Context: an optimization exercise on an open-source flow, tuned for small area and a short achievable clock period. The choices shown serve that exercise and are no tape-out recipe.
At most, simulation tests tie the RTL to the original design; equivalence was not proved.
No functional check of the RTL was part of runs 1 and 2.
Power figures rest on the tool's default switching activity, not on a simulated workload.

==> design/flow/design.v <==
module bp_dec4 (
   input  logic [3:0]  a_i,
   output logic [15:0] y_o
);
   always_comb for (int i = 0; i < 16; i++) y_o[i] = (a_i == 4'(i));
endmodule
module bp_eq2 (
   input  logic [1:0] a_i,
   input  logic [1:0] b_i,
   output logic       y_o
);
   assign y_o = (a_i == b_i);
endmodule
module bp_nand3 (
   input  logic a_i, b_i, c_i,
   output logic y_o
);
   assign y_o = !(a_i && b_i && c_i);
endmodule
module bp_nand2 (
   input  logic a_i, b_i,
   output logic y_o
);
   assign y_o = !(a_i && b_i);
endmodule
module bp_nor3 (
   input  logic a_i, b_i, c_i,
   output logic y_o
);
   assign y_o = !(a_i || b_i || c_i);
endmodule
module bp_nor2 (
   input  logic a_i, b_i,
   output logic y_o
);
   assign y_o = !(a_i || b_i);
endmodule
module bp_nand4 (
   input  logic a_i, b_i, c_i, d_i,
   output logic y_o
);
   assign y_o = !(a_i && b_i && c_i && d_i);
endmodule
module bp_tag_hit_n (
   input  logic        en_i,
   input  logic [25:0] tag_i,
   input  logic [25:0] pc_tag_i,
   output logic        hit_n_o
);
   logic [12:0] eq2;         
   logic [4:0]  ne;          
   logic        eq_a, eq_b;
   for (genvar i = 0; i < 13; i++) begin : g_eq2
      bp_eq2 u_eq2 (.a_i(tag_i[2*i +: 2]), .b_i(pc_tag_i[2*i +: 2]), .y_o(eq2[i]));
   end
   bp_nand3 u_ne0 (.a_i(eq2[0]),  .b_i(eq2[1]),  .c_i(eq2[2]), .y_o(ne[0]));
   bp_nand3 u_ne1 (.a_i(eq2[3]),  .b_i(eq2[4]),  .c_i(eq2[5]), .y_o(ne[1]));
   bp_nand3 u_ne2 (.a_i(eq2[6]),  .b_i(eq2[7]),  .c_i(eq2[8]), .y_o(ne[2]));
   bp_nand2 u_ne3 (.a_i(eq2[9]),  .b_i(eq2[10]),               .y_o(ne[3]));
   bp_nand2 u_ne4 (.a_i(eq2[11]), .b_i(eq2[12]),               .y_o(ne[4]));
   bp_nor3  u_eqa (.a_i(ne[0]), .b_i(ne[1]), .c_i(ne[2]), .y_o(eq_a));
   bp_nor2  u_eqb (.a_i(ne[3]), .b_i(ne[4]),              .y_o(eq_b));
   bp_nand3 u_hit (.a_i(eq_a), .b_i(eq_b), .c_i(en_i), .y_o(hit_n_o));
endmodule
module bp_sel16_part (
   input  logic [15:0] d_i,
   input  logic [15:0] sel_i,
   output logic [3:0]  part_o
);
   always_comb for (int i = 0; i < 4; i++) part_o[i] = |(d_i[4*i +: 4] & sel_i[4*i +: 4]);
endmodule
module bp_mux16 (
   input  logic [15:0] d_i,
   input  logic [3:0]  sel_i,
   output logic        y_o
);
   assign y_o = d_i[sel_i];
endmodule
module bp_sel16 (
   input  logic [15:0] d_i,
   input  logic [15:0] sel_i,
   output logic        y_o
);
   assign y_o = |(d_i & sel_i);
endmodule
module bp_out8 (
   input  logic [3:0] hit_part_i,
   input  logic [3:0] bht_part_i,
   input  logic       row_valid_i,
   input  logic [7:0] target_i,
   input  logic [7:0] pc_plus4_i,
   output logic [7:0] y_o
);
   assign y_o = ((|hit_part_i) && (|bht_part_i) && row_valid_i) ? target_i : pc_plus4_i;
endmodule
module branch_predictor (
   input  logic        clk_i,
   input  logic        rst_i,
   input  logic [31:0] curr_pc_i,
   output logic        pred_taken_o,
   output logic [31:0] pred_target_o,
   output logic        btb_hit_o,
   input  logic        res_valid_i,
   input  logic [31:0] res_pc_i,
   input  logic [31:0] res_target_i,
   input  logic        res_taken_i,
   input  logic        res_mispredict_i,
   output logic [31:0] mispred_cnt_o
);
   logic [15:0][15:0] bht_hi_q, bht_lo_q;    
   logic [15:0]       bht_row_valid_q;
   logic [15:0]       btb_valid_q;
   logic [15:0][25:0] btb_tag_q;
   logic [15:0][31:0] btb_target_q;
   logic [3:0]        ghr_q;
   logic [31:0]       cnt_q;
   logic [3:0]        lk_idx;
   logic [15:0]       lk_dec, lk_col_dec, entry_hit_n;
   logic [3:0]        hit_part, bht_part;
   logic [15:0][15:0] bht_hi_t;              
   logic [15:0]       bht_row;               
   logic              row_valid;
   logic [31:0]       pc_plus4, btb_target_sel;
   assign lk_idx = curr_pc_i[5:2];
   bp_dec4 u_lk_dec  (.a_i(lk_idx),                  .y_o(lk_dec));
   bp_dec4 u_col_dec (.a_i(curr_pc_i[5:2] ^ ghr_q),  .y_o(lk_col_dec));
   for (genvar e = 0; e < 16; e++) begin : g_lk_btb
      bp_tag_hit_n u_hit (
         .en_i    (btb_valid_q[e] && lk_dec[e]),
         .tag_i   (btb_tag_q[e]),
         .pc_tag_i(curr_pc_i[31:6]),
         .hit_n_o (entry_hit_n[e])
      );
   end
   for (genvar i = 0; i < 4; i++) begin : g_hit_part
      bp_nand4 u_part (
         .a_i(entry_hit_n[4*i]),   .b_i(entry_hit_n[4*i+1]),
         .c_i(entry_hit_n[4*i+2]), .d_i(entry_hit_n[4*i+3]),
         .y_o(hit_part[i])
      );
   end
   assign btb_hit_o = |hit_part;
   for (genvar c = 0; c < 16; c++) begin : g_lk_col
      for (genvar r = 0; r < 16; r++) begin : g_t
         assign bht_hi_t[c][r] = bht_hi_q[r][c];
      end
      bp_mux16 u_row (.d_i(bht_hi_t[c]), .sel_i(curr_pc_i[9:6]), .y_o(bht_row[c]));
   end
   bp_mux16 u_row_valid (.d_i(bht_row_valid_q), .sel_i(curr_pc_i[9:6]), .y_o(row_valid));
   bp_sel16_part u_col (.d_i(bht_row), .sel_i(lk_col_dec), .part_o(bht_part));
   assign pc_plus4     = curr_pc_i + 32'd4;
   assign pred_taken_o = (|hit_part) && (|bht_part) && row_valid;
   for (genvar g = 0; g < 4; g++) begin : g_out
      bp_out8 u_out (
         .hit_part_i (hit_part),
         .bht_part_i (bht_part),
         .row_valid_i(row_valid),
         .target_i   (btb_target_sel[8*g +: 8]),
         .pc_plus4_i (pc_plus4[8*g +: 8]),
         .y_o        (pred_target_o[8*g +: 8])
      );
   end
   assign btb_target_sel = btb_target_q[lk_idx];
   assign mispred_cnt_o = cnt_q;
   logic [3:0]  up_row, up_col;
   logic        old_hi, old_lo, new_hi, new_lo;
   logic [15:0] col_hit, col_d_hi, col_d_lo;
   assign up_row = res_pc_i[9:6];
   assign up_col = res_pc_i[5:2] ^ ghr_q;
   assign old_hi = bht_row_valid_q[up_row] ?  bht_hi_q[up_row][up_col] : 1'b0;
   assign old_lo = bht_row_valid_q[up_row] ?  bht_lo_q[up_row][up_col] : 1'b1;
   assign new_hi = (old_hi & old_lo) | (res_taken_i & (old_hi | old_lo));
   assign new_lo = (old_hi & ~old_lo) | (res_taken_i & (old_hi | ~old_lo));
   always_comb begin
      for (int c = 0; c < 16; c++) begin
         col_hit[c]  = (up_col == 4'(c));
         col_d_hi[c] = col_hit[c] & new_hi;
         col_d_lo[c] = ~col_hit[c] | new_lo;
      end
   end
   for (genvar r = 0; r < 16; r++) begin : g_bht_row
      logic row_we;
      assign row_we = res_valid_i && (up_row == 4'(r));
      always_ff @(posedge clk_i or posedge rst_i) begin
         if (rst_i) bht_row_valid_q[r] <= 1'b0;
         else if (row_we) bht_row_valid_q[r] <= 1'b1;
      end
      for (genvar c = 0; c < 16; c++) begin : g_bht_col
         always_ff @(posedge clk_i) begin
            if (row_we && (col_hit[c] || !bht_row_valid_q[r])) begin
               bht_hi_q[r][c] <= col_d_hi[c];
               bht_lo_q[r][c] <= col_d_lo[c];
            end
         end
      end
   end
   logic [3:0] up_btb;
   assign up_btb = res_pc_i[5:2];
   for (genvar e = 0; e < 16; e++) begin : g_btb
      logic we;
      assign we = res_valid_i && res_taken_i && (up_btb == 4'(e));
      always_ff @(posedge clk_i or posedge rst_i) begin
         if (rst_i) btb_valid_q[e] <= 1'b0;
         else if (we) btb_valid_q[e] <= 1'b1;
      end
      always_ff @(posedge clk_i) begin
         if (we) begin
            btb_tag_q[e]    <= res_pc_i[31:6];
            btb_target_q[e] <= res_target_i;
         end
      end
   end
   always_ff @(posedge clk_i or posedge rst_i) begin
      if (rst_i) begin
         ghr_q <= '0;
         cnt_q <= '0;
      end else if (res_valid_i) begin
         ghr_q <= {ghr_q[2:0], res_taken_i};
         if (res_mispredict_i) cnt_q <= cnt_q + 32'd1;
      end
   end
endmodule
module bpu_top (
   input  logic        clk_i,
   input  logic        rst_i,
   input  logic [31:0] curr_pc_i,
   output logic        pred_taken_o,
   output logic [31:0] pred_target_o,
   output logic        btb_hit_o,
   input  logic        res_valid_i,
   input  logic [31:0] res_pc_i,
   input  logic [31:0] res_target_i,
   input  logic        res_taken_i,
   input  logic        res_mispredict_i,
   output logic [31:0] mispred_cnt_o
);
   branch_predictor u_bp (.*);
endmodule
==> design/flow/run.sh <==
#!/bin/bash
# synth_recipe.tcl (not shown) runs the flow's synth.tcl, then flattens the netlist and writes it again
# the make line also repeats each setting of config.mk as NAME=value (left out here)
make -C /OpenROAD-flow-scripts/flow DESIGN_CONFIG=/design/flow/config.mk WORK_HOME=/design/flow/orfs CLKGATE_MAP_FILE= SYNTH_SCRIPT=/design/flow/synth_recipe.tcl finish
==> design/flow/config.mk <==
export PLATFORM = sky130hd
export DESIGN_NAME = bpu_top
export DESIGN_NICKNAME = bpu_top
export VERILOG_FILES = /design/flow/design.v
export SDC_FILE = /design/flow/constraint.sdc
export NUM_CORES = 4
export LEC_CHECK = 0
export CAP_MARGIN = 20
export CORE_MARGIN = 2
export CORE_UTILIZATION = 40
export SETUP_SLACK_MARGIN = 2.5
export SLEW_MARGIN = 20
export SYNTH_HIERARCHICAL = 1
==> design/flow/constraint.sdc <==
create_clock -name core_clock -period 7.0 [get_ports {clk_i}]
set_input_delay 1.4000 -clock core_clock [delete_from_list [all_inputs] [get_ports {clk_i}]]
set_output_delay 1.4000 -clock core_clock [all_outputs]
set_load 0.01 [all_outputs]
==> results_tabular.tex, run 1 <==
\begin{tabular}{lr}
\hline
Metric & Value \\
\hline
\multicolumn{2}{l}{\textbf{Place}} \\
Port bufs & $\sim$160 \\
Cell area reported after detailed placement & about 70000 sq um \\
Placed cell count & about 6000 \\
Estimated wirelength of the detail-placed design & about 110000 um \\
Weighted congestion reported at the end of routability-driven placement & a little under 1 \\
\multicolumn{2}{l}{\textbf{Synthesis}} \\
Yosys cell types & 68 \\
Proportion of synthesized chip area in sequential cells & between 60 and 70\% \\
\#FFs+latches synth & 1508 \\
Number of nets produced by synthesis & 3830 \\
Dominant synthesized flop cell & sky130\_fd\_sc\_hd\_\_edfxtp\_1 \\
Mapped Area & 65180 sq um \\
Yosys warns & 9 \\
Fraction of registers with async set or reset after synthesis & 4.509\% \\
Post-Syn Instances & about 3700 \\
Post-Syn Area per Cell & around 17 sq um \\
Count of flip-flops with a built-in enable after synthesis & between 1000 and 1500 \\
\multicolumn{2}{l}{\textbf{Floorplan}} \\
Number of top-level design ports & about 170 \\
Die span in x & just over 400 um \\
Core outline area & approximately 160000 sq um \\
Floorplan die height & 407.7 um \\
Number of rows in the core area & approximately 150 \\
Initial core utilization & roughly two fifths \\
Overall die area & 166200 sq um \\
\multicolumn{2}{l}{\textbf{Drt}} \\
Detailed router's first-iteration violation count & roughly 4400 \\
Number of detailed-routing iterations run before antenna repair & 5 \\
Sum of routed wire length over all layers & a little under 200000 um \\
Via count & between 30000 and 40000 \\
Vias per cell & slightly below 6 \\
Post-route ant nets & 0 \\
Remaining DRCs & 0 \\
Wire length per cell & slightly above 30 um \\
\multicolumn{2}{l}{\textbf{CTS}} \\
Clock tree from TritonCTS & done \\
Clock Root Buffer & sky130\_fd\_sc\_hd\_\_clkbuf\_16 \\
Level count of the clock H-tree & 4 \\
CTS Buffer Depth & 3 \\
TritonCTS Buffers & $\sim$160 \\
Clock edge transition at the registers on the reported setup and hold paths & about 0.060 ns \\
Later-pin clock latency in the skew report & 0.81 ns \\
Sink Count & 1508 \\
Post-CTS Hold Fix Bufs & 0 \\
\multicolumn{2}{l}{\textbf{Run}} \\
Max\_cap viols & 0 \\
\multicolumn{2}{l}{\textbf{Layout}} \\
Most common library cell in the layout ignoring fill and taps & sky130\_fd\_sc\_hd\_\_edfxtp\_1 \\
Footprint of the flip-flops and latches & about 45000 sq um \\
Fraction of final layout cells sized beyond drive strength 1 & 25.46\% \\
Footprint of the multi-input gates & $\sim$20000 sq um \\
Finished layout cell area & 78500 sq um \\
Final net count & $\sim$4300 \\
Number of inserted filler cells in the final layout & roughly 14000 \\
Post-route non-filler standard cell count & 6482 \\
Commonest non-fill, non-tap cells in the layout & 1440 x sky130\_fd\_sc\_hd\_\_edfxtp\_1, 426 x sky130\_fd\_sc\_hd\_\_xor2\_1, 306 x sky130\_fd\_sc\_hd\_\_mux4\_2, 293 x sky130\_fd\_sc\_hd\_\_nor2\_1, 260 x sky130\_fd\_sc\_hd\_\_a21oi\_1 \\
Layout Area Growth over Synthesis & 20.44\% \\
\multicolumn{2}{l}{\textbf{Power}} \\
Cell-internal power & about 16 mW \\
Leakage power summed over all cells & between 20 and 30 nW \\
Power density normalized to cell area & around 270 nW/um\^{}2 \\
Relative contribution of combinational cells to total power & between 10\% and 20\% \\
Clock network fraction of design power & between 30\% and 40\% \\
Switching power share of the total & roughly a quarter \\
Switching power of the nets & 5.526 mW \\
Sequential share of power & slightly below 50\% \\
Peak supply drop & 263.3 uV \\
Overall power & about 21 mW \\
\multicolumn{2}{l}{\textbf{Worst setup path}} \\
Crit. End Element & output pin \\
Req. time, crit path & 5.60 ns \\
Crit path max fanout & 28 \\
Arrival time reported for the critical path endpoint & around 4.4 ns \\
Critical path startpoint category & input port \\
CP Class & in -> out \\
\multicolumn{2}{l}{\textbf{GRT}} \\
Congestion Overflow GR & 0 \\
Initial antenna violation count & 14 \\
First-pass GRT wire length & approximately 270000 um \\
Pin count of the biggest net entering global routing & around 110 \\
Via count of the first global-routing pass & approximately 37000 \\
Total global routing track utilization & between 20\% and 30\% \\
\multicolumn{2}{l}{\textbf{Timing}} \\
Final critical delay including setup and external delays & around 5.8 ns \\
Final TNS setup & 0 ns \\
Clock tree skew after final layout & approximately 0.069 ns \\
Highest clock rate & between 150 and 200 MHz \\
Final count of negative-setup-slack endpoints & 0 \\
Number of hold violations in the final report & 0 \\
Tightest slew margin relative to the limit & 20.96\% \\
RSZ-0062 raised after global routing & yes \\
Final clock period utilization by the worst path & 82.17\% \\
Number of slew-limit violations in the final report & 0 \\
Slew at the pin with the worst max-slew slack & $\sim$1.2 ns \\
\multicolumn{2}{l}{\textbf{Status}} \\
Result of the run & finished clean \\
\multicolumn{2}{l}{\textbf{Worst hold path}} \\
Worst min-delay path class & reg -> reg \\
\hline
\end{tabular}
==> layer usage <==
| metal | global-route usage, % | routed length, um |
|---|---|---|
| met1 | 31.01 | 78920 |
| met2 | 36.53 | 93650 |
| met3 | 5.404 | 17520 |
| met4 | 6.769 | 6276 |
| met5 | 0 | 51 |
==> state kept, by name, indices dropped and copies added (netlist names) <==
register / flops
u_bp.ghr_q: 4
u_bp.btb_valid_q: 16
u_bp.bht_row_valid_q: 16
u_bp.btb_target_q: 512
u_bp.cnt_q: 32
u_bp.bht_hi_q: 256
u_bp.btb_tag_q: 416
u_bp.bht_lo_q: 256
==> power by group through the flow <==
stage          combinational (mW)  clock, mW  sequential [mW]
2_1_floorplan                1.32          0             10.3
3_3_place_gp                 2.42          0             10.3
3_5_place_dp                 2.43          0             10.3
4_1_cts                      2.76       8.12             10.2
5_1_grt                      3.05       8.48             10.2
6_report                     2.96       7.99             10.2
==> repair_timing <==
item | CTS | global route
setup buffers | 84 | 28
gates cloned | 17 | 20
endpoints found under the setup margin | 689 | 505
resized for setup | 383 | 169
pin swaps | 44 | 31
==> Yosys stat by module, one instance, submodules excluded, a selection <==
module	area [sq um]	flops+latches
bp_mux16	135.1	0
branch_predictor	56670	1508
bp_out8	118.9	0
bp_sel16_part	75.07	0
bp_nor2	3.754	0
bp_dec4	276.5	0
==> cell type report <==
type,instances,share of cell area [%]
sequential,1508,57.25
multi-input combinational,2048,26.06
timing repair buffer,454,6.895
clock buffer,209,5.335
tap,2175,3.467
clock inverter,78,0.9468
inverter,7,0.03506
antenna,3,0.009563
==> final timing paths <==
path / startpoint / slack, ns / end / cells after the start
min in group asynchronous: rst_i / 1.07 / u_bp.btb_valid_q[1]$_DFFE_PP0P_ / 2
max in group asynchronous: rst_i / 4.81 / u_bp.bht_row_valid_q[9]$_DFFE_PP0P_ / 3
worst max register to register: u_bp.ghr_q[0]$_DFFE_PP0P_ / 2.59 / u_bp.bht_lo_q[151]$_DFFE_PP_ / 14
worst max-delay path: curr_pc_i[7] / 1.25 / pred_target_o[16] / 13
worst min register to register: u_bp.btb_valid_q[15]$_DFFE_PP0P_ / 0.46 / u_bp.btb_valid_q[15]$_DFFE_PP0P_ / 1
worst min-delay path: u_bp.btb_valid_q[15]$_DFFE_PP0P_ / 0.46 / u_bp.btb_valid_q[15]$_DFFE_PP0P_ / 1
==> cells in the mapped netlist (5+ instances only) <==
| cell | number | share of area, % |
|---|---|---|
| sky130_fd_sc_hd__edfxtp_1 | 1440 | 66 |
| sky130_fd_sc_hd__xor2_1 | 438 | 5.9 |
| sky130_fd_sc_hd__nor2_1 | 317 | 1.8 |
| sky130_fd_sc_hd__mux4_2 | 280 | 9.7 |
| sky130_fd_sc_hd__a21oi_1 | 260 | 2.0 |
| sky130_fd_sc_hd__nand2_1 | 132 | 0.76 |
| sky130_fd_sc_hd__nand3_1 | 103 | 0.79 |
| sky130_fd_sc_hd__clkbuf_1 | 98 | 0.56 |
| sky130_fd_sc_hd__mux4_1 | 73 | 2.9 |
| sky130_fd_sc_hd__dfrtp_1 | 68 | 2.6 |
| sky130_fd_sc_hd__mux2i_1 | 63 | 0.97 |
| sky130_fd_sc_hd__xnor2_1 | 48 | 0.65 |
| sky130_fd_sc_hd__mux2_2 | 36 | 0.62 |
| sky130_fd_sc_hd__buf_1 | 35 | 0.20 |
| sky130_fd_sc_hd__nand4_1 | 32 | 0.31 |
| sky130_fd_sc_hd__and3_1 | 25 | 0.24 |
| sky130_fd_sc_hd__and2_1 | 20 | 0.19 |
| sky130_fd_sc_hd__nand2b_1 | 20 | 0.19 |
| sky130_fd_sc_hd__or2_2 | 18 | 0.17 |
| sky130_fd_sc_hd__a22oi_1 | 16 | 0.18 |
| sky130_fd_sc_hd__buf_2 | 16 | 0.12 |
| sky130_fd_sc_hd__nor3_2 | 16 | 0.25 |
| sky130_fd_sc_hd__buf_6 | 15 | 0.26 |
| sky130_fd_sc_hd__nor3_1 | 11 | 0.084 |
| sky130_fd_sc_hd__o22ai_1 | 11 | 0.11 |
| sky130_fd_sc_hd__and4_1 | 10 | 0.13 |
| sky130_fd_sc_hd__and4bb_1 | 10 | 0.19 |
| sky130_fd_sc_hd__nor4_1 | 9 | 0.086 |
| sky130_fd_sc_hd__and4b_1 | 8 | 0.12 |
| sky130_fd_sc_hd__nand3_2 | 8 | 0.12 |
| sky130_fd_sc_hd__nor4b_4 | 8 | 0.29 |
| sky130_fd_sc_hd__inv_1 | 7 | 0.040 |
| sky130_fd_sc_hd__buf_4 | 6 | 0.069 |
| sky130_fd_sc_hd__o41ai_1 | 6 | 0.081 |
| sky130_fd_sc_hd__a41oi_1 | 5 | 0.067 |
| sky130_fd_sc_hd__or4_1 | 5 | 0.058 |
==> through the flow <==
step | hold slack, ns | setup WS (ns) | utilization [%]
6_report | 0.4582 | 1.248 | 48.39
5_1_grt | 0.4618 | 1.168 | 48.39
4_1_cts | 0.4592 | 1.266 | 47.71
3_5_place_dp | 0.4449 | 0.1922 | 43.40
3_3_place_gp | 0.4437 | 0.2608 | 43.40
2_1_floorplan | 0.4309 | 0.7700 | -
==> cells by family (layout without fill, tap and decap cells) <==
family                   Yosys count  count (layout)  share of synthesized area [%]
adder cells (fa/ha/maj)            3               4                        0.05566
XOR/XNOR                         487             487                          6.556
AND/OR/NAND/NOR                  770             776                          6.047
flip-flops                      1508            1508                          68.95
other                              0               3                              0
multiplexers                     454             454                          14.25
buffers and inverters            178             748                          1.288
AO/OA/AOI/OAI                    327             327                          2.851
==> critical path: stages <==
cell and delay, ns:
sky130_fd_sc_hd__buf_12 0.20, sky130_fd_sc_hd__buf_8 0.30, sky130_fd_sc_hd__mux4_2 0.39, sky130_fd_sc_hd__mux2i_1 0.21
sky130_fd_sc_hd__mux2i_1 0.13, sky130_fd_sc_hd__a22oi_1 0.23, sky130_fd_sc_hd__nand2_2 0.20, sky130_fd_sc_hd__nor4_4 0.38
sky130_fd_sc_hd__nor2_4 0.08, sky130_fd_sc_hd__buf_12 0.15, sky130_fd_sc_hd__buf_6 0.11, sky130_fd_sc_hd__mux2_4 0.33
sky130_fd_sc_hd__buf_6 0.13
==> run 2, diff against run 1 <==
==> design/flow/flow/run.sh (new file) <==
#!/bin/bash
# Standard layout (the standard.sh: ORFS from synthesis to the final layout), with
# clock tree synthesis told not to add dummy balancing loads to the clock tree.
set -euo pipefail
cd "$(dirname "$0")/.."
bash standard.sh \
   CTS_ARGS="-sink_clustering_enable -repair_clock_nets -dont_use_dummy_load -sink_clustering_size 40 -sink_clustering_max_diameter 60" \
   finish > flow_make.log 2>&1
==> design/flow/standard.sh (new file) <==
#!/bin/bash
# synth_recipe.tcl (not shown) runs the flow's synth.tcl, then flattens the netlist and writes it again
# the make line also repeats each setting of config.mk as NAME=value (left out here)
make -C /OpenROAD-flow-scripts/flow DESIGN_CONFIG=/design/flow/config.mk WORK_HOME=/design/flow/orfs CLKGATE_MAP_FILE= SYNTH_SCRIPT=/design/flow/synth_recipe.tcl "${@:-finish}"
--- a/design/flow/config.mk
+++ b/design/flow/config.mk
@@ -9,4 +9,6 @@
 export CORE_MARGIN = 2
 export CORE_UTILIZATION = 40
+export CTS_CLUSTER_DIAMETER = 60
+export CTS_CLUSTER_SIZE = 40
 export SETUP_SLACK_MARGIN = 2.5
 export SLEW_MARGIN = 20
removed: design/flow/run.sh
==> run 2 against run 1 <==
Compared with the run above: total power fell by 11%; worst setup slack worse by 0.0053 ns; sequential share of layout area grew 1.6 points; largest cell class unchanged; critical path depth increased by 1; cell count is 2.8% lower; non-clock buffer count shrank 9.
==> results_tabular.tex, run 2 <==
\begin{tabular}{lr}
\hline
Metric & Value \\
\hline
\multicolumn{2}{l}{\textbf{Power}} \\
Sequential share of power & 54.1\% \\
Relative contribution of combinational cells to total power & 16.0\% \\
Power density normalized to cell area & between 200 and 250 nW/um\^{}2 \\
Switching power share of the total & between 20\% and 30\% \\
Clock network fraction of design power & between 20\% and 30\% \\
Cell-internal power & between 10 and 15 mW \\
Peak supply drop & roughly 200 uV \\
Switching power of the nets & about 4.8 mW \\
Leakage power summed over all cells & roughly 25 nW \\
\multicolumn{2}{l}{\textbf{Floorplan}} \\
Initial core utilization & approximately two fifths \\
Number of rows in the core area & $\sim$150 \\
Overall die area & 166200 sq um \\
Core outline area & around 160000 sq um \\
Number of top-level design ports & 167 \\
Floorplan die height & a little over 400 um \\
Die span in x & slightly above 400 um \\
\multicolumn{2}{l}{\textbf{CTS}} \\
Later-pin clock latency in the skew report & $\sim$0.75 ns \\
TritonCTS Buffers & approximately 110 \\
CTS Buffer Depth & 3 \\
Clock edge transition at the registers on the reported setup and hold paths & approximately 0.060 ns \\
Sink Count & 1508 \\
Post-CTS Hold Fix Bufs & 0 \\
Clock Root Buffer & sky130\_fd\_sc\_hd\_\_clkbuf\_16 \\
Clock tree from TritonCTS & done \\
Level count of the clock H-tree & 3 \\
\multicolumn{2}{l}{\textbf{Worst setup path}} \\
Ordered cell list for the critical path & buf\_16 > buf\_16 > mux4\_2 > mux2i\_2 > mux2i\_1 > a22oi\_1 > nand2\_4 > buf\_6 > nor4\_4 > nor2\_4 > buf\_12 > buf\_6 > mux2\_4 > buf\_6 \\
CP Class & in -> out \\
Critical R2R Capture & u\_bp.bht\_lo\_q[113]\$\_DFFE\_PP\_ \\
First element of the critical path & curr\_pc\_i[6] \\
Req. time, crit path & about 5.6 ns \\
Arrival time reported for the critical path endpoint & 4.36 ns \\
Startpoint of the worst register-to-register path & u\_bp.ghr\_q[0]\$\_DFFE\_PP0P\_ \\
Worst setup slack for register-to-register paths & 2.62 ns \\
Critical path startpoint category & input port \\
Crit. End Element & output pin \\
Cell with the biggest individual delay on the critical path & sky130\_fd\_sc\_hd\_\_mux4\_2 \\
Number of cells on the worst reg-to-reg path & 13 \\
Crit path max fanout & 8 \\
Slowest stage delay, CP & between 0.5 and 0.6 ns \\
Critical path's most frequent cell & sky130\_fd\_sc\_hd\_\_buf\_6 \\
\multicolumn{2}{l}{\textbf{Status}} \\
Result of the run & finished clean \\
\multicolumn{2}{l}{\textbf{Layout}} \\
Footprint of the multi-input gates & between 20000 and 25000 sq um \\
Fraction of final layout cells sized beyond drive strength 1 & between 20\% and 30\% \\
Biggest register & u\_bp.btb\_target\_q \\
Finished Core Util & roughly 47\% \\
Finished layout cell area & about 76000 sq um \\
Footprint of the flip-flops and latches & 44940 sq um \\
Number of flip-flops under the largest register name & $\sim$510 \\
Largest registers ranked by flip-flop count & u\_bp.btb\_target\_q: 512 flops, u\_bp.btb\_tag\_q: 416 flops \\
Number of inserted filler cells in the final layout & roughly 14000 \\
Post-route non-filler standard cell count & between 6000 and 7000 \\
Layout Area Growth over Synthesis & 17.10\% \\
Commonest non-fill, non-tap cells in the layout & 1440 x sky130\_fd\_sc\_hd\_\_edfxtp\_1, 431 x sky130\_fd\_sc\_hd\_\_xor2\_1, 326 x sky130\_fd\_sc\_hd\_\_mux4\_2, 292 x sky130\_fd\_sc\_hd\_\_nor2\_1, 260 x sky130\_fd\_sc\_hd\_\_a21oi\_1 \\
Final net count & 4223 \\
Most common library cell in the layout ignoring fill and taps & sky130\_fd\_sc\_hd\_\_edfxtp\_1 \\
\multicolumn{2}{l}{\textbf{Drt}} \\
Via count & approximately 37000 \\
Wire length per cell & between 30 and 40 um \\
Post-route ant nets & 0 \\
Number of detailed-routing iterations run before antenna repair & 8 \\
Sum of routed wire length over all layers & just under 200000 um \\
Remaining DRCs & 0 \\
Detailed router's first-iteration violation count & between 4000 and 5000 \\
Vias per cell & about 5.8 \\
\multicolumn{2}{l}{\textbf{Timing}} \\
Tightest slew margin relative to the limit & 19.45\% \\
Final TNS setup & 0 ns \\
Final count of negative-setup-slack endpoints & 0 \\
Slew at the pin with the worst max-slew slack & 1.205 ns \\
RSZ-0062 raised after global routing & yes \\
Final clock period utilization by the worst path & $\sim$82\% \\
Final critical delay including setup and external delays & $\sim$5.8 ns \\
Clock tree skew after final layout & around 0.095 ns \\
Number of slew-limit violations in the final report & 0 \\
Number of hold violations in the final report & 0 \\
Highest clock rate & 173.7 MHz \\
\multicolumn{2}{l}{\textbf{Synthesis}} \\
Dominant cells by area after synthesis & sky130\_fd\_sc\_hd\_\_edfxtp\_1 66\%, sky130\_fd\_sc\_hd\_\_mux4\_2 9.7\%, sky130\_fd\_sc\_hd\_\_xor2\_1 5.9\% \\
Yosys top cell by area & sky130\_fd\_sc\_hd\_\_edfxtp\_1 \\
Fraction of registers with async set or reset after synthesis & about 4.5\% \\
Number of nets produced by synthesis & about 3800 \\
Dominant synthesized flop cell & sky130\_fd\_sc\_hd\_\_edfxtp\_1 \\
\#FFs+latches synth & between 1500 and 2000 \\
Yosys cell types & just under 70 \\
Mapped Area & approximately 65000 sq um \\
Yosys warns & 9 \\
Proportion of synthesized chip area in sequential cells & between 60\% and 70\% \\
Top cells by count, synth & 1440 x sky130\_fd\_sc\_hd\_\_edfxtp\_1, 438 x sky130\_fd\_sc\_hd\_\_xor2\_1, 317 x sky130\_fd\_sc\_hd\_\_nor2\_1, 280 x sky130\_fd\_sc\_hd\_\_mux4\_2, 260 x sky130\_fd\_sc\_hd\_\_a21oi\_1 \\
Post-Syn Instances & approximately 3700 \\
Most frequent cell after synthesis & sky130\_fd\_sc\_hd\_\_edfxtp\_1 \\
Share of the synthesized area in the top cell type & 66.34\% \\
Post-Syn Area per Cell & between 15 and 20 sq um \\
Count of flip-flops with a built-in enable after synthesis & roughly 1400 \\
\multicolumn{2}{l}{\textbf{Place}} \\
Cell area reported after detailed placement & $\sim$70000 sq um \\
Estimated wirelength of the detail-placed design & around 110000 um \\
Placed cell count & just over 6000 \\
Port bufs & 164 \\
Weighted congestion reported at the end of routability-driven placement & just under 1 \\
\multicolumn{2}{l}{\textbf{GRT}} \\
First-pass GRT wire length & approximately 270000 um \\
Pin count of the biggest net entering global routing & approximately 110 \\
Initial antenna violation count & 10 \\
Via count of the first global-routing pass & between 30000 and 40000 \\
Total global routing track utilization & between 20\% and 30\% \\
Congestion Overflow GR & 0 \\
\multicolumn{2}{l}{\textbf{Worst hold path}} \\
Worst-case hold path end point & u\_bp.btb\_valid\_q[15]\$\_DFFE\_PP0P\_ \\
Worst min-delay path class & reg -> reg \\
Hold Startpoint & u\_bp.btb\_valid\_q[15]\$\_DFFE\_PP0P\_ \\
Instance count along the most critical hold path & 1 \\
\multicolumn{2}{l}{\textbf{Run}} \\
Max\_cap viols & 0 \\
\hline
\end{tabular}
-- run 2: cell counts after synthesis --
Identical to the previous run, type by type.
-- run 2: worst max-delay path by stage --
| stage | end | slack, ns | cells after the start |
|---|---|---|---|
| after CTS | pred_target_o[16] | 1.26 | 15 |
| after global placement | pred_target_o[26] | 0.26 | 9 |
| after floorplan | u_bp.btb_valid_q[2]$_DFFE_PP0P_ | 0.77 | 3 |
| after global routing | pred_target_o[16] | 1.16 | 16 |
| after detailed placement | pred_target_o[30] | 0.19 | 9 |
| final | pred_target_o[16] | 1.24 | 14 |
-- run 2: Yosys stat by module (local to each module, per instance), a selection --
module            area, sq um  flip-flops and latches  cells
bp_nor2                 3.754                       0      1
bp_eq2                  21.27                       0      3
bp_nand3                5.005                       0      1
bp_out8                 118.9                       0     11
bp_sel16_part           75.07                       0     12
branch_predictor        56670                    1508   2756
bp_nand4                6.256                       0      1
bp_mux16                135.1                       0      7
-- run 2: repair_timing --
item	CTS	global route
gates cloned	23	16
pin swaps	42	15
resized for setup	438	112
setup endpoints to repair	776	542
buffers inserted	86	16
-- run 2: power groups by stage --
stage | sequential (mW) | clock (mW) | combinational (mW)
final | 10.1 | 5.61 | 3.00
after global routing | 10.2 | 6.01 | 3.09
after CTS | 10.1 | 5.73 | 2.76
after detailed placement | 10.3 | 0 | 2.43
after global placement | 10.3 | 0 | 2.42
after floorplan | 10.3 | 0 | 1.32
-- run 2: cell type report --
type	count	area share, %
diodes	5	0.01639
clock buffers	109	3.574
inverters	7	0.03607
multi-input cells	2049	26.71
flip-flops and latches	1508	58.89
well taps	2175	3.566
repair buffers	445	7.210
-- run 2: routing by layer --
| layer | GRT usage [%] | part of all wire [%] |
|---|---|---|
| met1 | 30.93 | 40 |
| met2 | 36.28 | 47 |
| met3 | 4.158 | 8.5 |
| met4 | 7.586 | 3.7 |
| met5 | 0 | 0.015 |
-- run 2: cells by family after synthesis --
kind of cell	share of synthesized area (%)
compound gates	2.851
xor+xnor	6.556
fa+ha+maj	0.05566
buf+inv	1.288
flops	68.95
mux	14.25
simple gates	6.047
-- run 2: critical path, delay by kind of cell --
family | cells | cell delay [ns]
mux | 4 | 1.24
simple gates | 3 | 0.56
compound gates | 1 | 0.29
buf+inv | 6 | 0.85
-- run 2: per-stage QoR --
stage	worst slack [ns]	power, mW	hold slack (ns)
after detailed placement	0.1922	12.77	0.4449
after global routing	1.162	19.25	0.4647
after floorplan	0.7700	11.64	0.4309
after CTS	1.263	18.64	0.4597
final	1.243	18.75	0.4581
after global placement	0.2608	12.75	0.4437
==> run 3, diff against run 2 <==
--- a/design/flow/design.v
+++ b/design/flow/design.v
@@ -84,13 +84,25 @@
    assign y_o = |(d_i & sel_i);
 endmodule
-module bp_out8 (
+module bp_out4 (
    input  logic [3:0] hit_part_i,
    input  logic [3:0] bht_part_i,
    input  logic       row_valid_i,
-   input  logic [7:0] target_i,
-   input  logic [7:0] pc_plus4_i,
-   output logic [7:0] y_o
-);
-   assign y_o = ((|hit_part_i) && (|bht_part_i) && row_valid_i) ? target_i : pc_plus4_i;
+   input  logic [3:0] target_n_i,
+   input  logic [3:0] pc_plus4_n_i,
+   output logic [3:0] y_o
+);
+   logic taken;
+   assign taken = (|hit_part_i) && (|bht_part_i) && row_valid_i;
+   for (genvar i = 0; i < 4; i++) begin : g_bit
+      bp_mux2i u_mux (.s_i(taken), .a0_i(pc_plus4_n_i[i]), .a1_i(target_n_i[i]), .y_o(y_o[i]));
+   end
+endmodule
+module bp_mux2i (
+   input  logic s_i,
+   input  logic a0_i,
+   input  logic a1_i,
+   output logic y_o
+);
+   assign y_o = !(s_i ? a1_i : a0_i);
 endmodule
 module branch_predictor (
@@ -151,12 +163,12 @@
    assign pc_plus4     = curr_pc_i + 32'd4;
    assign pred_taken_o = (|hit_part) && (|bht_part) && row_valid;
-   for (genvar g = 0; g < 4; g++) begin : g_out
-      bp_out8 u_out (
-         .hit_part_i (hit_part),
-         .bht_part_i (bht_part),
-         .row_valid_i(row_valid),
-         .target_i   (btb_target_sel[8*g +: 8]),
-         .pc_plus4_i (pc_plus4[8*g +: 8]),
-         .y_o        (pred_target_o[8*g +: 8])
+   for (genvar g = 0; g < 8; g++) begin : g_out
+      bp_out4 u_out (
+         .hit_part_i  (hit_part),
+         .bht_part_i  (bht_part),
+         .row_valid_i (row_valid),
+         .target_n_i  (~btb_target_sel[4*g +: 4]),
+         .pc_plus4_n_i(~pc_plus4[4*g +: 4]),
+         .y_o         (pred_target_o[4*g +: 4])
       );
    end
--- a/design/flow/config.mk
+++ b/design/flow/config.mk
@@ -11,5 +11,5 @@
 export CTS_CLUSTER_DIAMETER = 60
 export CTS_CLUSTER_SIZE = 40
-export SETUP_SLACK_MARGIN = 2.5
+export SETUP_SLACK_MARGIN = 3.5
 export SLEW_MARGIN = 20
 export SYNTH_HIERARCHICAL = 1
==> run 3 against run 2 <==
Compared with the run above: die area up 0.72%; maximum frequency about the same; via count up 7.9%; area after synthesis up 0.72%; worst setup slack better by 0.0058 ns; combinational power up 27%; first-iteration DRC count up 6.0%; global-route usage up 2.0 points.
==> results_tabular.tex, run 3 <==
\begin{tabular}{lr}
\hline
Metric & Value \\
\hline
\multicolumn{2}{l}{\textbf{Timing}} \\
Final count of negative-setup-slack endpoints & 0 \\
Fin Hold WS & $\sim$0.46 ns \\
RSZ-0062 raised after global routing & yes \\
Tightest slew margin relative to the limit & 19.60\% \\
Final critical delay including setup and external delays & 5.751 ns \\
Final clock period utilization by the worst path & 82.16\% \\
Number of slew-limit violations in the final report & 0 \\
Highest clock rate & 173.9 MHz \\
Setup ws final & 1.249 ns \\
Number of hold violations in the final report & 0 \\
Final TNS setup & 0 ns \\
Slew at the pin with the worst max-slew slack & about 1.2 ns \\
Clock tree skew after final layout & 0.1176 ns \\
\multicolumn{2}{l}{\textbf{Synthesis}} \\
Yosys cell types & $\sim$60 \\
Count of flip-flops with a built-in enable after synthesis & roughly 1400 \\
\#FFs+latches synth & 1508 \\
Post-Syn Instances & 4031 \\
Top cells by count, synth & 1440 x sky130\_fd\_sc\_hd\_\_edfxtp\_1, 450 x sky130\_fd\_sc\_hd\_\_xor2\_1, 344 x sky130\_fd\_sc\_hd\_\_nor2\_1, 285 x sky130\_fd\_sc\_hd\_\_a21oi\_1, 216 x sky130\_fd\_sc\_hd\_\_mux2i\_1 \\
Fraction of registers with async set or reset after synthesis & roughly 4.5\% \\
Dominant cells by area after synthesis & sky130\_fd\_sc\_hd\_\_edfxtp\_1 66\%, sky130\_fd\_sc\_hd\_\_mux4\_2 6.0\%, sky130\_fd\_sc\_hd\_\_xor2\_1 6.0\% \\
Number of nets produced by synthesis & $\sim$4100 \\
Yosys warns & 9 \\
Post-Syn Area per Cell & between 15 and 20 sq um \\
Mapped Area & 65650 sq um \\
Yosys top cell by area & sky130\_fd\_sc\_hd\_\_edfxtp\_1 \\
Dominant synthesized flop cell & sky130\_fd\_sc\_hd\_\_edfxtp\_1 \\
Most frequent cell after synthesis & sky130\_fd\_sc\_hd\_\_edfxtp\_1 \\
Proportion of synthesized chip area in sequential cells & around two thirds \\
Share of the synthesized area in the top cell type & 65.87\% \\
\multicolumn{2}{l}{\textbf{Layout}} \\
Biggest register & u\_bp.btb\_target\_q \\
Fraction of final layout cells sized beyond drive strength 1 & 26.78\% \\
Commonest non-fill, non-tap cells in the layout & 1440 x sky130\_fd\_sc\_hd\_\_edfxtp\_1, 441 x sky130\_fd\_sc\_hd\_\_xor2\_1, 303 x sky130\_fd\_sc\_hd\_\_nor2\_1, 238 x sky130\_fd\_sc\_hd\_\_a21oi\_1, 221 x sky130\_fd\_sc\_hd\_\_mux4\_2 \\
Most common library cell in the layout ignoring fill and taps & sky130\_fd\_sc\_hd\_\_edfxtp\_1 \\
Number of flip-flops under the largest register name & about 510 \\
Final net count & around 4700 \\
Layout Area Growth over Synthesis & 21.68\% \\
Largest registers ranked by flip-flop count & u\_bp.btb\_target\_q: 512 flops, u\_bp.btb\_tag\_q: 416 flops \\
Footprint of the multi-input gates & about 22000 sq um \\
Number of inserted filler cells in the final layout & 13580 \\
Footprint of the flip-flops and latches & approximately 45000 sq um \\
\multicolumn{2}{l}{\textbf{Drt}} \\
Number of detailed-routing iterations run before antenna repair & 6 \\
Via count & 39740 \\
Detailed router's first-iteration violation count & around 5100 \\
Post-route ant nets & 0 \\
Vias per cell & 5.889 \\
Sum of routed wire length over all layers & between 200000 and 250000 um \\
Remaining DRCs & 0 \\
Wire length per cell & roughly 31 um \\
\multicolumn{2}{l}{\textbf{Floorplan}} \\
Number of top-level design ports & between 150 and 200 \\
Core outline area & about 160000 sq um \\
Initial core utilization & 40.29\% \\
Die span in x & 409.1 um \\
Number of rows in the core area & between 100 and 150 \\
Overall die area & around 170000 sq um \\
Floorplan die height & between 400 and 500 um \\
\multicolumn{2}{l}{\textbf{Worst setup path}} \\
Crit path max-delay family & buffers and inverters \\
Crit. End Element & output pin \\
Arrival time reported for the critical path endpoint & between 4 and 5 ns \\
Critical path startpoint category & input port \\
Cell with the biggest individual delay on the critical path & sky130\_fd\_sc\_hd\_\_mux4\_2 \\
Crit path max fanout & 7 \\
Ordered cell list for the critical path & buf\_16 > buf\_4 > buf\_6 > mux4\_2 > mux2i\_2 > mux2i\_1 > a22oi\_2 > buf\_4 > buf\_6 > nand2\_8 > nor4\_4 > nor2\_1 > buf\_4 > buf\_6 > mux2i\_1 > buf\_2 \\
Req. time, crit path & roughly 5.6 ns \\
Worst path buffer plus inverter count & 8 \\
Slowest stage delay, CP & 0.52 ns \\
CP Class & in -> out \\
\multicolumn{2}{l}{\textbf{Place}} \\
Worst slack after detailed placement & around 0.30 ns \\
Estimated wirelength of the detail-placed design & roughly 120000 um \\
Weighted congestion reported at the end of routability-driven placement & between 0.9 and 1 \\
Port bufs & 164 \\
\multicolumn{2}{l}{\textbf{CTS}} \\
Clock tree from TritonCTS & done \\
Later-pin clock latency in the skew report & 0.77 ns \\
Sink Count & roughly 1500 \\
Clock Root Buffer & sky130\_fd\_sc\_hd\_\_clkbuf\_16 \\
CTS Buffer Depth & 3 \\
Post-CTS Hold Fix Bufs & 0 \\
Level count of the clock H-tree & 3 \\
Clock edge transition at the registers on the reported setup and hold paths & $\sim$0.070 ns \\
TritonCTS Buffers & $\sim$110 \\
\multicolumn{2}{l}{\textbf{Run}} \\
Max\_cap viols & 0 \\
\multicolumn{2}{l}{\textbf{GRT}} \\
Congestion Overflow GR & 0 \\
First-pass GRT wire length & roughly 300000 um \\
Via count of the first global-routing pass & around 40000 \\
Pin count of the biggest net entering global routing & 55 \\
Initial antenna violation count & 13 \\
Total global routing track utilization & around a quarter \\
\multicolumn{2}{l}{\textbf{Power}} \\
Leakage power summed over all cells & roughly 27 nW \\
Peak supply drop & about 200 uV \\
Power density normalized to cell area & approximately 250 nW/um\^{}2 \\
\multicolumn{2}{l}{\textbf{Status}} \\
Result of the run & finished clean \\
\multicolumn{2}{l}{\textbf{Worst hold path}} \\
Worst min-delay path class & reg -> reg \\
\hline
\end{tabular}
[run 3: cell count changes after synthesis, moves of 7 or more]
cell	previous run	this run
sky130_fd_sc_hd__o21ai_0	3	39
sky130_fd_sc_hd__nand2_1	132	212
sky130_fd_sc_hd__o22ai_1	11	24
sky130_fd_sc_hd__mux2i_1	63	216
sky130_fd_sc_hd__clkbuf_1	98	108
sky130_fd_sc_hd__xnor2_1	48	35
sky130_fd_sc_hd__mux4_2	280	176
sky130_fd_sc_hd__o221ai_1	3	68
sky130_fd_sc_hd__nor2_1	317	344
sky130_fd_sc_hd__buf_4	6	13
sky130_fd_sc_hd__nor4_1	9	21
sky130_fd_sc_hd__a21oi_1	260	285
sky130_fd_sc_hd__nand4_1	32	23
sky130_fd_sc_hd__xor2_1	438	450
[run 3: final timing paths]
check / startpoint / end / slack (ns) / cells past startpoint
setup reg to reg: u_bp.ghr_q[0]$_DFFE_PP0P_ / u_bp.bht_lo_q[181]$_DFFE_PP_ / 2.81 / 16
min in group asynchronous: rst_i / u_bp.cnt_q[31]$_DFFE_PP0P_ / 0.95 / 2
hold / removal: u_bp.btb_valid_q[3]$_DFFE_PP0P_ / u_bp.btb_valid_q[3]$_DFFE_PP0P_ / 0.46 / 1
hold reg to reg: u_bp.btb_valid_q[3]$_DFFE_PP0P_ / u_bp.btb_valid_q[3]$_DFFE_PP0P_ / 0.46 / 1
setup / recovery: curr_pc_i[6] / pred_target_o[27] / 1.25 / 16
max in group asynchronous: rst_i / u_bp.cnt_q[0]$_DFFE_PP0P_ / 4.88 / 3
[run 3: modules after synthesis, one instance, submodules excluded, a selection]
module,cells,cell area (sq um),times used
bp_out4,3,18.77,8
branch_predictor,3048,57140,1
bp_nand4,1,6.256,4
bp_nor2,1,3.754,16
bp_nor3,1,10.01,16
bp_sel16_part,12,75.07,1
bp_mux16,7,135.1,17
bp_dec4,20,276.5,2
bp_nand2,1,3.754,32
bp_eq2,3,21.27,208
bp_mux2i,1,10.01,32
bp_nand3,1,5.005,64
[run 3: logic make-up after synthesis]
logic type                 share of synthesized area [%]
adders and majority gates                        0.05526
muxes                                              12.69
AOI/OAI and AO/OA                                  4.143
and+or+nand+nor                                    6.652
xor gates and xnor gates                           6.537
DFF                                                68.46
buffers and inverters                              1.466
[run 3: power by group]
part           internal [mW]  switching, mW  total, mW
combinational           1.57           2.24       3.81
clock                   2.80           2.93       5.73
sequential              10.1         0.0862       10.1
total                   14.4           5.25       19.7
[run 3: per-stage QoR]
stage	instance area, sq um	std cells	power [mW]	utilization [%]
2_1_floorplan	66650	4031	11.80	-
3_3_place_gp	71400	6334	12.90	43.82
3_5_place_dp	71460	6336	12.92	43.85
4_1_cts	79020	6698	19.51	48.49
5_1_grt	79870	6743	20.17	49.01
6_report	79880	6748	19.68	49.02
[run 3: final cells by class]
type	instances	share of cell area (%)
Tap cell	2175	3.407
Multi-Input combinational cell	2350	27.42
Antenna cell	7	0.02193
Inverter	11	0.05325
Clock buffer	112	3.508
Timing Repair Buffer	585	9.332
Sequential cell	1508	56.26
[run 3: what timing repair did]
item                       in CTS  in global routing
gates cloned                   75                  3
setup buffers                 175                 40
pin swaps                      72                 51
setup endpoints to repair    1585                765
resized for setup             593                141
[run 3: per-layer routing]
metal	wire (um)	vias to the layer above	track usage (%)
met5	45	-	0
met4	8236	8	8.843
met3	20020	404	5.769
met2	98800	2062	39.43
met1	82180	20570	32.47
li1	-	16700	-
==> run 4, diff against run 3 <==
--- a/design/flow/config.mk
+++ b/design/flow/config.mk
@@ -11,5 +11,5 @@
 export CTS_CLUSTER_DIAMETER = 60
 export CTS_CLUSTER_SIZE = 40
-export SETUP_SLACK_MARGIN = 3.5
+export SETUP_SLACK_MARGIN = 1.5
 export SLEW_MARGIN = 20
 export SYNTH_HIERARCHICAL = 1
==> run 4 against run 3 <==
Compared with the run above: flip-flop and latch count is the same; still clean on timing, DRC and antenna; cell count shrank 3.5%; area after synthesis is the same; clock-buffer cell count shrank 3; via count shrank 5.1%; highest routed layer unchanged; worst hold slack lost 0.0020 ns; critical path type unchanged.
==> results_tabular.tex, run 4 <==
\begin{tabular}{lr}
\hline
Metric & Value \\
\hline
\multicolumn{2}{l}{\textbf{Timing}} \\
Fin Hold WS & 0.4566 ns \\
Setup ws final & around 1.4 ns \\
Number of slew-limit violations in the final report & 0 \\
Tightest slew margin relative to the limit & slightly above 20\% \\
Clock tree skew after final layout & approximately 0.11 ns \\
Highest clock rate & 177.0 MHz \\
Number of hold violations in the final report & 0 \\
Final critical delay including setup and external delays & roughly 5.6 ns \\
RSZ-0062 raised after global routing & yes \\
Slew at the pin with the worst max-slew slack & approximately 1.2 ns \\
Final TNS setup & 0 ns \\
Final clock period utilization by the worst path & about 80\% \\
Final count of negative-setup-slack endpoints & 0 \\
\multicolumn{2}{l}{\textbf{Synthesis}} \\
Post-Syn Area per Cell & between 15 and 20 sq um \\
Share of the synthesized area in compound gates (AO/OA/AOI/OAI) & 4.143\% \\
Share of the synthesized area in the top cell type & approximately 66\% \\
Number of nets produced by synthesis & slightly above 4000 \\
Proportion of synthesized chip area in sequential cells & just under 70\% \\
Yosys top cell by area & sky130\_fd\_sc\_hd\_\_edfxtp\_1 \\
Yosys cell types & slightly below 60 \\
Count of flip-flops with a built-in enable after synthesis & around 1400 \\
Dominant synthesized flop cell & sky130\_fd\_sc\_hd\_\_edfxtp\_1 \\
Dominant cells by area after synthesis & sky130\_fd\_sc\_hd\_\_edfxtp\_1 66\%, sky130\_fd\_sc\_hd\_\_mux4\_2 6.0\%, sky130\_fd\_sc\_hd\_\_xor2\_1 6.0\% \\
Post-Syn Instances & $\sim$4000 \\
Yosys warns & 9 \\
\#FFs+latches synth & $\sim$1500 \\
Mapped Area & roughly 66000 sq um \\
Combinational family with the most area after synthesis & multiplexers \\
Post-synthesis share of cell area spent on full adders, half adders and majority gates & less than 1\% \\
Fraction of registers with async set or reset after synthesis & under 10\% \\
Share of the synthesized netlist area taken by xor and xnor gates & 6.537\% \\
Share of synthesized area spent on multiplexers & approximately an eighth \\
Simple-gate share of the synthesized area & about 6.7\% \\
Most frequent cell after synthesis & sky130\_fd\_sc\_hd\_\_edfxtp\_1 \\
Top cells by count, synth & 1440 x sky130\_fd\_sc\_hd\_\_edfxtp\_1, 450 x sky130\_fd\_sc\_hd\_\_xor2\_1, 344 x sky130\_fd\_sc\_hd\_\_nor2\_1, 285 x sky130\_fd\_sc\_hd\_\_a21oi\_1, 216 x sky130\_fd\_sc\_hd\_\_mux2i\_1 \\
\multicolumn{2}{l}{\textbf{GRT}} \\
Initial antenna violation count & 14 \\
Pin count of the biggest net entering global routing & 107 \\
First-pass GRT wire length & 270500 um \\
Congestion Overflow GR & 0 \\
Via count of the first global-routing pass & around 37000 \\
Total global routing track utilization & between 20\% and 30\% \\
\multicolumn{2}{l}{\textbf{Place}} \\
Worst slack after detailed placement & between 0.2 and 0.3 ns \\
Placed cell count & 6333 \\
Weighted congestion reported at the end of routability-driven placement & $\sim$0.96 \\
Port bufs & between 150 and 200 \\
Estimated wirelength of the detail-placed design & roughly 110000 um \\
\multicolumn{2}{l}{\textbf{Layout}} \\
Post-route non-filler standard cell count & about 6500 \\
Commonest non-fill, non-tap cells in the layout & 1440 x sky130\_fd\_sc\_hd\_\_edfxtp\_1, 449 x sky130\_fd\_sc\_hd\_\_xor2\_1, 317 x sky130\_fd\_sc\_hd\_\_nor2\_1, 285 x sky130\_fd\_sc\_hd\_\_a21oi\_1, 207 x sky130\_fd\_sc\_hd\_\_nand2\_1 \\
Layout Area Growth over Synthesis & 14.94\% \\
Largest registers ranked by flip-flop count & u\_bp.btb\_target\_q: 512 flops, u\_bp.btb\_tag\_q: 416 flops \\
Final net count & 4441 \\
Number of inserted filler cells in the final layout & between 10000 and 15000 \\
Footprint of the multi-input gates & around 21000 sq um \\
Number of flip-flops under the largest register name & $\sim$510 \\
Fraction of final layout cells sized beyond drive strength 1 & 18.06\% \\
Most common library cell in the layout ignoring fill and taps & sky130\_fd\_sc\_hd\_\_edfxtp\_1 \\
Biggest register & u\_bp.btb\_target\_q \\
Footprint of the flip-flops and latches & roughly 45000 sq um \\
\multicolumn{2}{l}{\textbf{Drt}} \\
Detailed router's first-iteration violation count & 4135 \\
Sum of routed wire length over all layers & approximately 190000 um \\
Remaining DRCs & 0 \\
Wire length per cell & about 29 um \\
Vias per cell & approximately 5.8 \\
Post-route ant nets & 0 \\
Via count & 37720 \\
Number of detailed-routing iterations run before antenna repair & 6 \\
\multicolumn{2}{l}{\textbf{CTS}} \\
Later-pin clock latency in the skew report & between 0.7 and 0.8 ns \\
CTS Buffer Depth & 3 \\
TritonCTS Buffers & roughly 110 \\
Clock tree from TritonCTS & done \\
Sink Count & 1508 \\
Clock Root Buffer & sky130\_fd\_sc\_hd\_\_clkbuf\_16 \\
Level count of the clock H-tree & 3 \\
Clock edge transition at the registers on the reported setup and hold paths & 0.05 ns \\
\multicolumn{2}{l}{\textbf{Status}} \\
Result of the run & finished clean \\
\multicolumn{2}{l}{\textbf{Worst setup path}} \\
Arrival time reported for the critical path endpoint & roughly 4.3 ns \\
First element of the critical path & curr\_pc\_i[6] \\
CP Class & in -> out \\
Critical R2R Capture & u\_bp.bht\_lo\_q[125]\$\_DFFE\_PP\_ \\
Startpoint of the worst register-to-register path & u\_bp.ghr\_q[0]\$\_DFFE\_PP0P\_ \\
Number of cells on the worst reg-to-reg path & 11 \\
Worst setup slack for register-to-register paths & around 2.5 ns \\
Req. time, crit path & approximately 5.6 ns \\
Crit. End Element & output pin \\
Critical path startpoint category & input port \\
Crit path max fanout & 8 \\
\multicolumn{2}{l}{\textbf{Power}} \\
Leakage power summed over all cells & roughly 25 nW \\
Peak supply drop & 212.3 uV \\
Power density normalized to cell area & $\sim$250 nW/um\^{}2 \\
Overall power & 18.50 mW \\
\multicolumn{2}{l}{\textbf{Worst hold path}} \\
Instance count along the most critical hold path & 1 \\
Hold Startpoint & u\_bp.btb\_valid\_q[4]\$\_DFFE\_PP0P\_ \\
Worst-case hold path end point & u\_bp.btb\_valid\_q[4]\$\_DFFE\_PP0P\_ \\
Worst min-delay path class & reg -> reg \\
\multicolumn{2}{l}{\textbf{Floorplan}} \\
Initial core utilization & between 40\% and 50\% \\
Floorplan die height & between 400 and 500 um \\
Die span in x & 409.1 um \\
Core outline area & between 150000 and 200000 sq um \\
Overall die area & approximately 170000 sq um \\
Number of top-level design ports & 167 \\
Number of rows in the core area & 148 \\
\multicolumn{2}{l}{\textbf{Run}} \\
Max\_cap viols & 0 \\
\hline
\end{tabular}
run 4: routing by layer:
metal	up-vias	global-route usage, %	share of wire, %
li1	16180	-	-
met1	19650	30.00	40
met2	1540	36.14	48
met3	340	4.360	8.0
met4	14	8.291	3.8
met5	-	0	0.042
run 4: repair_timing:
item | CTS | global route
pin swaps | 39 | 19
resized for setup | 349 | 47
buffers inserted | 41 | 9
hold buffers | 0 | 0
cloned | 18 | 0
setup endpoints to repair | 34 | 428
hold endpoints to repair | 0 | 0
run 4: worst max-delay path by stage:
| stage | to | slack, ns |
|---|---|---|
| floorplan | pred_target_o[0] | 1.70 |
| global placement | pred_target_o[7] | 0.28 |
| detailed placement | pred_target_o[7] | 0.29 |
| CTS | pred_target_o[9] | 1.40 |
| global route | pred_target_o[11] | 1.29 |
| finish | pred_target_o[15] | 1.35 |
run 4: stage by stage:
stage               instance area (sq um)  utilization [%]
floorplan                           65670                -
global placement                    70750            43.42
detailed placement                  70790            43.44
CTS                                 75100            46.09
global route                        75450            46.30
finish                              75460            46.31
run 4: Yosys stat by module (local to each module, per instance), a selection:
module	copies in the design	cells	flops+latches
bp_nand3	64	1	0
bp_sel16_part	1	12	0
bp_nand4	4	1	0
bp_nor3	16	1	0
bp_mux16	17	7	0
bp_out4	8	3	0
bp_mux2i	32	1	0
bp_dec4	2	20	0
branch_predictor	1	3048	1508
bp_nand2	32	1	0
run 4: kinds of logic after synthesis:
logic type / count (synthesis)
multiplexers: 493
AND/OR/NAND/NOR: 879
XOR/XNOR: 487
adder cells (fa/ha/maj): 3
buffers and inverters: 203
AO/OA/AOI/OAI: 458
flip-flops: 1508
run 4: report_power, final:
part / internal [mW] / switching [mW]
Combinational: 0.983 / 1.78
Sequential: 10.1 / 0.0746
Clock: 2.73 / 2.88
run 4: area by class of cell:
cell class	instances	share of cell area (%)
antenna	3	0.009949
timing repair buffer	385	5.682
multi-input combinational	2323	27.47
sequential	1508	59.56
clock buffer	109	3.615
tap	2175	3.606
inverter	11	0.05638
run 4: critical path: stages:
cell	delay, ns
sky130_fd_sc_hd__buf_16	0.16
sky130_fd_sc_hd__buf_16	0.15
sky130_fd_sc_hd__buf_12	0.15
sky130_fd_sc_hd__mux4_2	0.55
sky130_fd_sc_hd__mux2i_4	0.18
sky130_fd_sc_hd__mux2i_2	0.12
sky130_fd_sc_hd__a22oi_2	0.25
sky130_fd_sc_hd__nand2_4	0.16
sky130_fd_sc_hd__buf_12	0.19
sky130_fd_sc_hd__nor4_4	0.21
sky130_fd_sc_hd__nor2_2	0.08
sky130_fd_sc_hd__buf_6	0.16
sky130_fd_sc_hd__mux2i_4	0.28
sky130_fd_sc_hd__buf_6	0.15
==> run 5, diff against run 4 <==
--- a/design/flow/config.mk
+++ b/design/flow/config.mk
@@ -11,5 +11,5 @@
 export CTS_CLUSTER_DIAMETER = 60
 export CTS_CLUSTER_SIZE = 40
-export SETUP_SLACK_MARGIN = 1.5
+export SETUP_SLACK_MARGIN = 0.5
 export SLEW_MARGIN = 20
 export SYNTH_HIERARCHICAL = 1
==> run 5 against run 4 <==
Compared with the run above: largest cell class unchanged; clock skew rose by 0.014 ns; die area did not move; global-route usage fell by 0.36 points; critical path type unchanged; still clean; highest routed layer unchanged; utilization fell by 0.93 points; sequential share of layout area rose by 1.2 points; area after synthesis did not move; critical path depth fell by 1; worst hold slack got worse by 0.0038 ns; largest power group unchanged; register-to-register slack got worse by 0.15 ns; design area fell by 2.0%; maximum frequency fell by 12%.
==> results_tabular.tex, run 5 <==
\begin{tabular}{lr}
\hline
Metric & Value \\
\hline
\multicolumn{2}{l}{\textbf{Layout}} \\
Fraction of final layout cells sized beyond drive strength 1 & between 10\% and 20\% \\
Largest registers ranked by flip-flop count & u\_bp.btb\_target\_q: 512 flops, u\_bp.btb\_tag\_q: 416 flops \\
Most common library cell in the layout ignoring fill and taps & sky130\_fd\_sc\_hd\_\_edfxtp\_1 \\
Finished Core Util & about 45\% \\
Finished layout cell area & 73940 sq um \\
Biggest register & u\_bp.btb\_target\_q \\
Layout Area Growth over Synthesis & 12.62\% \\
Number of flip-flops under the largest register name & $\sim$500 \\
\multicolumn{2}{l}{\textbf{Power}} \\
Leakage power summed over all cells & around 24 nW \\
Peak supply drop & around 190 uV \\
Power density normalized to cell area & between 200 and 250 nW/um\^{}2 \\
\multicolumn{2}{l}{\textbf{Worst setup path}} \\
Critical R2R Capture & u\_bp.bht\_lo\_q[112]\$\_DFFE\_PP\_ \\
Req. time, crit path & $\sim$5.6 ns \\
Worst path buffer plus inverter count & 5 \\
Crit path max-delay family & buffers and inverters \\
Cell with the biggest individual delay on the critical path & sky130\_fd\_sc\_hd\_\_mux4\_1 \\
Slowest stage delay, CP & 0.63 ns \\
Worst setup slack for register-to-register paths & $\sim$2.4 ns \\
Startpoint of the worst register-to-register path & u\_bp.ghr\_q[2]\$\_DFFE\_PP0P\_ \\
Ordered cell list for the critical path & buf\_8 > buf\_12 > mux4\_1 > mux2i\_1 > mux2i\_1 > a22oi\_1 > nand2\_1 > buf\_4 > nor4\_1 > nor2\_1 > buf\_4 > mux2i\_2 > clkdlybuf4s50\_1 \\
CP Class & in -> out \\
\multicolumn{2}{l}{\textbf{GRT}} \\
Pin count of the biggest net entering global routing & 85 \\
First-pass GRT wire length & roughly 270000 um \\
Total global routing track utilization & roughly 22\% \\
Congestion Overflow GR & 0 \\
Via count of the first global-routing pass & approximately 37000 \\
\multicolumn{2}{l}{\textbf{Floorplan}} \\
Overall die area & $\sim$170000 sq um \\
Die span in x & 409.1 um \\
Number of rows in the core area & 148 \\
Number of top-level design ports & 167 \\
Initial core utilization & 40.29\% \\
\multicolumn{2}{l}{\textbf{CTS}} \\
Setup Buffers After CTS & 0 \\
Clock Root Buffer & sky130\_fd\_sc\_hd\_\_clkbuf\_16 \\
Level count of the clock H-tree & 3 \\
Clock tree from TritonCTS & done \\
CTS Buffer Depth & 3 \\
Later-pin clock latency in the skew report & 0.78 ns \\
Clock edge transition at the registers on the reported setup and hold paths & approximately 0.04 ns \\
Sink Count & around 1500 \\
\multicolumn{2}{l}{\textbf{Synthesis}} \\
Top cells by count, synth & 1440 x sky130\_fd\_sc\_hd\_\_edfxtp\_1, 450 x sky130\_fd\_sc\_hd\_\_xor2\_1, 344 x sky130\_fd\_sc\_hd\_\_nor2\_1, 285 x sky130\_fd\_sc\_hd\_\_a21oi\_1, 216 x sky130\_fd\_sc\_hd\_\_mux2i\_1 \\
Share of the synthesized area in the top cell type & about two thirds \\
Fraction of registers with async set or reset after synthesis & around 4.5\% \\
Yosys top cell by area & sky130\_fd\_sc\_hd\_\_edfxtp\_1 \\
Count of flip-flops with a built-in enable after synthesis & $\sim$1400 \\
Most frequent cell after synthesis & sky130\_fd\_sc\_hd\_\_edfxtp\_1 \\
Yosys cell types & roughly 60 \\
\#FFs+latches synth & 1508 \\
Yosys warns & 9 \\
\multicolumn{2}{l}{\textbf{Worst hold path}} \\
Worst min-delay path class & reg -> reg \\
Instance count along the most critical hold path & 1 \\
Worst-case hold path end point & u\_bp.btb\_valid\_q[7]\$\_DFFE\_PP0P\_ \\
Hold Startpoint & u\_bp.btb\_valid\_q[7]\$\_DFFE\_PP0P\_ \\
\multicolumn{2}{l}{\textbf{Place}} \\
Estimated wirelength of the detail-placed design & about 120000 um \\
Cell area reported after detailed placement & $\sim$71000 sq um \\
Port bufs & about 160 \\
Placed cell count & about 6400 \\
Worst slack after detailed placement & between 0.2 and 0.3 ns \\
\multicolumn{2}{l}{\textbf{Timing}} \\
Final clock period utilization by the worst path & 91.56\% \\
RSZ-0062 raised after global routing & no \\
Setup ws final & slightly below 0.6 ns \\
Number of hold violations in the final report & 0 \\
Fin Hold WS & $\sim$0.45 ns \\
Slew at the pin with the worst max-slew slack & around 1.3 ns \\
\multicolumn{2}{l}{\textbf{Drt}} \\
Remaining DRCs & 0 \\
Post-route ant nets & 0 \\
Vias per cell & 5.776 \\
Detailed router's first-iteration violation count & 4220 \\
Number of detailed-routing iterations run before antenna repair & 6 \\
Sum of routed wire length over all layers & roughly 190000 um \\
Wire length per cell & 28.90 um \\
\multicolumn{2}{l}{\textbf{Status}} \\
Result of the run & finished clean \\
\hline
\end{tabular}
-- run 5: cell counts after synthesis --
Identical to the previous run, type by type.
-- run 5: worst max-delay path by stage --
stage                       start                         endpoint  slack (ns)  cells after the start
finish               curr_pc_i[6]                pred_target_o[17]        0.59                     13
global route         curr_pc_i[6]                pred_target_o[17]        0.51                     13
CTS                  curr_pc_i[6]                 pred_target_o[8]        0.50                     11
detailed placement  curr_pc_i[11]                 pred_target_o[8]        0.26                     11
global placement    curr_pc_i[11]                pred_target_o[10]        0.25                     11
floorplan             res_valid_i  u_bp.btb_valid_q[3]$_DFFE_PP0P_        0.55                      4
-- run 5: per-layer routing --
layer | global-route usage [%] | part of all wire [%] | wire, um | vias up
met2 | 34.77 | 47 | 87510 | 1666
li1 | - | - | - | 16070
met4 | 8.076 | 4.0 | 7570 | 12
met5 | 0 | 0.038 | 71 | -
met3 | 4.545 | 8.5 | 15980 | 329
met1 | 30.08 | 41 | 76140 | 19350
-- run 5: kinds of logic after synthesis --
group	Yosys count	synth area share [%]
AND/OR/NAND/NOR	879	6.652
adder cells (fa/ha/maj)	3	0.05526
multiplexers	493	12.69
buffers and inverters	203	1.466
AO/OA/AOI/OAI	458	4.143
XOR/XNOR	487	6.537
flip-flops	1508	68.46
-- run 5: modules after synthesis (local to each module, per instance), a selection --
module,cells,flip-flops and latches,times used,area [sq um]
bp_nor3,1,0,16,10.01
bp_sel16_part,12,0,1,75.07
bp_mux2i,1,0,32,10.01
bp_mux16,7,0,17,135.1
bp_out4,3,0,8,18.77
branch_predictor,3048,1508,1,57140
bp_eq2,3,0,208,21.27
bp_nand3,1,0,64,5.005
bp_nand4,1,0,4,6.256
-- run 5: what timing repair did --
item | CTS | global route
cloned | 0 | 1
setup endpoints to repair | 15 | 27
resized for setup | 13 | 23
hold buffers | 0 | 0
-- run 5: layout make-up --
| type | instances | area, sq um |
|---|---|---|
| Antenna cell | 5 | 12.51 |
| Tap cell | 2175 | 2721 |
| Multi-Input combinational cell | 2320 | 20030 |
| Timing Repair Buffer | 350 | 3437 |
| Clock buffer | 110 | 2753 |
| Inverter | 11 | 42.54 |
| Fill cell | 14180 | 89020 |
| Sequential cell | 1508 | 44940 |
-- run 5: power breakdown --
| group | switching [mW] | leakage [nW] | total [mW] | internal [mW] |
|---|---|---|---|---|
| Combinational | 1.66 | 9.17 | 2.53 | 0.867 |
| Clock | 2.87 | 1.36 | 5.62 | 2.75 |
| Sequential | 0.0810 | 13.7 | 10.1 | 10.1 |
| Total | 4.61 | 24.2 | 18.3 | 13.7 |
-- run 5: worst register-to-register path, cell delays in order, from the launching register on --
cell and delay [ns]:
sky130_fd_sc_hd__dfrtp_1 0.44, sky130_fd_sc_hd__xnor2_1 0.48, sky130_fd_sc_hd__nand2_1 0.55, sky130_fd_sc_hd__buf_4 0.38, sky130_fd_sc_hd__nor2_1 0.34, sky130_fd_sc_hd__nor4_1 0.10
sky130_fd_sc_hd__o22ai_1 0.24, sky130_fd_sc_hd__nor4_1 0.13, sky130_fd_sc_hd__o2111ai_1 0.37, sky130_fd_sc_hd__maj3_2 0.58, sky130_fd_sc_hd__nand3_2 0.54

port drivers added, routing unchanged:
In the flow no input, the clock included, has a driving cell. The finished layouts below were timed again as built, in two steps.
Step 1, drivers: a clkbuf_16 drives clk_i and a buf_2 each remaining input, both assumed.
Step 2, shift: input delay + t, output delay - t, t = (earliest + latest rising clock arrival at the registers) / 2. This alone moves slack from input paths to output paths.
a / b / c = ideal ports / drivers / drivers and shift; a / b = the first two.
run | t, ns | setup WS [ns] | cell pins on the clock port's net
run 1 | 0.861 | 1.248 / 1.014 / 1.014 | 1
run 2 | 0.790 | 1.243 / 1.158 / 1.158 | 1
run 3 | 0.794 | 1.249 / 0.961 / 0.961 | 1
run 4 | 0.796 | 1.351 / 1.267 / 0.738 | 1
run 5 | 0.799 | 0.591 / 0.539 / 0.440 | 1
After both steps every run listed still meets setup and hold. The setup slack of run 4, which loses most, moves by -0.084 ns with the drivers and by -0.613 ns with both steps.
